This is an optimization exercise on Yosys and OpenROAD, whose aim is small area, a short achievable clock period and few clock cycles per item, not a production implementation. Only simulation tests tie the RTL to the original design; equivalence was not proved.

// piecewise_linear_interpolator
module piecewise_linear_interpolator (
  input  wire logic                     clk_i,
  input  wire logic                     rst_ni,
  input  wire logic                     cfg_valid_i,
  output logic                          cfg_ready_o,
  input  wire logic [plint_pkg::AW-1:0] cfg_addr_i,
  input  wire logic [plint_pkg::DW-1:0] cfg_data_i,
  input  wire logic                     s_axis_tvalid,
  output logic                          s_axis_tready,
  input  wire logic [15:0]              s_axis_tdata,    
  output logic                          m_axis_tvalid,
  input  wire logic                     m_axis_tready,
  output logic [23:0]                   m_axis_tdata,    
  output logic [1:0]                    m_axis_tuser     
);
clock: 8.0 ns
lec_check: 0
abc_clock_period_in_ps: 3600
cap_margin: 20
core_margin: 2
core_utilization: 40
gpl_routability_driven: 0
setup_slack_margin: 4.4
slew_margin: 20
tns_end_percent: 10
run.sh (not shown) runs the stock make flow with config.mk's settings and CLKGATE_MAP_FILE= SYNTH_SCRIPT=/design/flow/synth_recipe.tcl, a recipe that flattens the netlist after the stock synthesis.
Testbench counts at the start, summed over its fixed seeds: cycles 5,016, items 4,096.
Rerun with:
- CORE_UTILIZATION: 40 -> 50
- GPL_ROUTABILITY_DRIVEN: 0 -> default
After rerunning: Die area decreases by about a fifth. Final area goes down slightly. Clock skew is lower by 0.0076 ns.
Rerun with:
- ABC_CLOCK_PERIOD_IN_PS: 3600 -> 4000
- CORE_UTILIZATION: 50 -> 40
- SETUP_SLACK_MARGIN: 4.4 -> 4.0
After rerunning:
- The new run finished with timing, DRC and antenna clean
- register-to-register slack gets worse by 0.32 ns
- routed wire length went down by 2.7%
- non-clock buffer count went down by 110
- via count went down by 0.40%
- worst setup slack gets worse by 0.32 ns
- die area went up by about 25%
- design area went down by about 2.3%
- global-route usage went down by 7.0 points
- sequential cell count does not change

========
Setup of rev 12:
Another version of the RTL of piecewise_linear_interpolator (not shown whole).
For scale: about 5,000 cells after synthesis, ~550 flip-flops, about 49,000 sq um of cells after synthesis.
make LEC_CHECK=0 ABC_CLOCK_PERIOD_IN_PS=3500 CAP_MARGIN=20 CORE_MARGIN=2 CORE_UTILIZATION=40 SETUP_SLACK_MARGIN=4.5 SLEW_MARGIN=20 finish   # period 8.0 ns
Rev 12 went all the way through synthesis, placement and routing and the layout is clean on timing, DRC and antenna.
Testbench counts of rev 12, summed over its fixed seeds: cycles 5,016, items 4,096.
The following lists how rev 13 was set up differently from rev 12:
Settings: ABC_CLOCK_PERIOD_IN_PS now 4000, was 3500; SETUP_SLACK_MARGIN now 4.0, was 4.5.
Diff rev 13..rev 12 | clock transition at the register clock pins on the worst setup and hold paths after CTS | negligible
Rev 12 has higher routed wire length than rev 13.
In rev 13, the critical path depth came out 1 below the value in rev 12.
[rev 13 vs rev 12] count of buffer and inverter cells on the critical path: lower in rev 13
From rev 12 to rev 13 the numbers moved as follows: clock skew dropped 0.013 ns; utilization -1.4 points.
Rev 12 has higher final worst-path cycle share than rev 13.
The final reports for rev 13 and rev 12 show fraction of standard cell area in multi-input logic lower in the former.
Diff rev 12 -> rev 13 | final area | decrease of 3.0%

========
## gamma
RTL: one of the versions met above, not the one the previous note started from.
Size in the first run: roughly 5,000 cells after synthesis, about 550 flip-flops, ~49,000 um2 of cells after synthesis.
make LEC_CHECK=0 ABC_CLOCK_PERIOD_IN_PS=3600 CAP_MARGIN=20 CORE_MARGIN=2 CORE_UTILIZATION=40 PLACE_DENSITY=0.6 SETUP_SLACK_MARGIN=4.4 SLEW_MARGIN=20 TNS_END_PERCENT=10 finish   # period 8.0 ns
Testbench counts of gamma, summed over its fixed seeds: cycles 5,016, items 4,096.
## Diff of input files: delta against gamma
# gamma
export LEC_CHECK = 0
export ABC_CLOCK_PERIOD_IN_PS = 3600
export CAP_MARGIN = 20
export CORE_MARGIN = 2
export CORE_UTILIZATION = 40
export PLACE_DENSITY = 0.6
export SETUP_SLACK_MARGIN = 4.4
export SLEW_MARGIN = 20
export TNS_END_PERCENT = 10
create_clock -name core_clock -period 8.0 [get_ports {clk_i}]
# delta
export LEC_CHECK = 0
export ABC_CLOCK_PERIOD_IN_PS = 3600
export CAP_MARGIN = 20
export CORE_MARGIN = 2
export CORE_UTILIZATION = 40
export SETUP_SLACK_MARGIN = 4.4
export SLEW_MARGIN = 20
export TNS_END_PERCENT = 10
create_clock -name core_clock -period 8.0 [get_ports {clk_i}]
Findings:
Every stage of the flow completed for delta, and the final layout passed the timing, design-rule and antenna checks.
~same via count in delta and gamma
As far as number of pins with negative max-slew slack in the final report goes, delta and gamma are indistinguishable; the numbers are identical.
From delta to gamma, shortest period the worst path allows did not move at all.
[compare] base=gamma new=delta: multi-input gate share of total cell area stayed essentially flat, setup slack of the critical path after layout stayed essentially flat.

========
before:
Another version of the RTL of piecewise_linear_interpolator (not shown whole).
Size: roughly 5000 cells after synthesis, ~550 flip-flops, ~77 I/O pins, ~0.049 sq mm of cells after synthesis.
export LEC_CHECK = 0
export ABC_CLOCK_PERIOD_IN_PS = 4500
export CAP_MARGIN = 20
export CORE_MARGIN = 2
export CORE_UTILIZATION = 40
export SETUP_SLACK_MARGIN = 4.4
export SLEW_MARGIN = 20
export TNS_END_PERCENT = 10
create_clock -name core_clock -period 8.0 [get_ports {clk_i}]
Testbench counts of before, summed over its fixed seeds: cycles 5,000, items 4,096.
Modified inputs, after compared to before
Settings: ABC_CLOCK_PERIOD_IN_PS: 4500 -> 3600.
Findings:
Reported for before and after, layout-stage area growth over the synthesis result turned out identical to the last digit.
Summary of after over before: clock buffer count in the final layout stayed essentially flat, net count after synthesis about even, complex-gate fraction of the synthesized area ~0 delta, cell area after layout did not really move.
The total number of placement rows was comparable across before and after.
There was hardly any difference in worst setup slack after layout between after and before.

========
Another version of the RTL of piecewise_linear_interpolator (not shown whole).
For scale: ~580 flip-flops, roughly 77 I/O pins, ~0.051 sq mm of cells after synthesis.
clock: 8.0 ns
lec_check: 0
abc_clock_period_in_ps: 3300
cap_margin: 20
core_margin: 2
core_utilization: 40
setup_slack_margin: 4.7
slew_margin: 20
tns_end_percent: 10
The baseline produced a clean layout.
Testbench counts at the start, summed over its fixed seeds: cycles 5,016, items 4,096.
Edit:
TNS_END_PERCENT = default   (was 10)
Outcome: The changed run produced a clean layout. Sequential share of layout area falls by 1.4 points. Final cell count rises by 2.0%. Wire length rises by 4.8%. Non-clock buffer count rises by 138. Critical path depth is unchanged. Setup slack gets worse by 32 ps. Register-to-register slack gets worse by 30 ps. Global-route usage rises by 1.1 points. Worst hold slack is about the same. Sequential cell count does not change.

========
Starting RTL as in the previous note.
clock: 8.0 ns
lec_check: 0
abc_area: 1
cap_margin: 20
core_margin: 2
core_utilization: 40
setup_slack_margin: 4.4
slew_margin: 20
tns_end_percent: 10
Testbench counts at the start, summed over its fixed seeds: cycles 5,016, items 4,096.
==> next run, changes <==
Settings changed: ABC_AREA 1 to default, ABC_CLOCK_PERIOD_IN_PS from default to 3600, TNS_END_PERCENT 10 to default.
=> Critical path depth stays the same; cell count goes down by 13%; via count came out lower by 10%; core utilization increases by 0.81 points.

separate check: timing with driven ports:
No port has a modelled driver above. Below, the same layouts with a new extraction and two added sets of constraints. Step 1 assumes that a clkbuf_16 drives the clock port and a buf_2 every other input. Step 2 moves the port delays by t, midway between the first and last clock arrival at a register: inputs arrive t later, outputs are due t later. That takes back most of the time a late clock gives input paths. Slacks: ideal / step 1 / step 2; pairs: ideal / step 1.
run | t (ns) | setup slack, ns | worst slew at a driven data input, ns | cell pins on the clock port's net
the first run of note 1 | 0.716 | 4.165 / 4.165 / 3.808 | 0.06 | 1
the second run of note 1 | 0.718 | 4.169 / 4.153 / 3.662 | 0.07 | 1
the third run of note 1 | 0.705 | 3.849 / 3.845 / 3.357 | 0.07 | 1
rev 12 | 0.723 | 3.591 / 3.591 / 3.591 | 0.05 | 1
rev 13 | 0.715 | 3.669 / 3.669 / 3.352 | 0.04 | 1
gamma | 0.706 | 4.206 / 4.156 / 3.672 | 0.08 | 1
delta | 0.706 | 4.206 / 4.156 / 3.672 | 0.08 | 1
before | 0.712 | 4.096 / 4.096 / 3.517 | 0.10 | 1
after | 0.712 | 4.096 / 4.096 / 3.517 | 0.10 | 1
the first run of note 5 | 0.727 | 4.201 / 4.201 / 3.897 | 0.06 | 1
the second run of note 5 | 0.724 | 4.170 / 4.170 / 4.040 | 0.08 | 1
the first run of note 6 | 0.740 | 4.100 / 4.062 / 3.652 | 0.05 | 1
the second run of note 6 | 0.722 | 4.187 / 4.187 / 3.805 | 0.07 | 1
After both steps setup and hold are still met in every run listed.
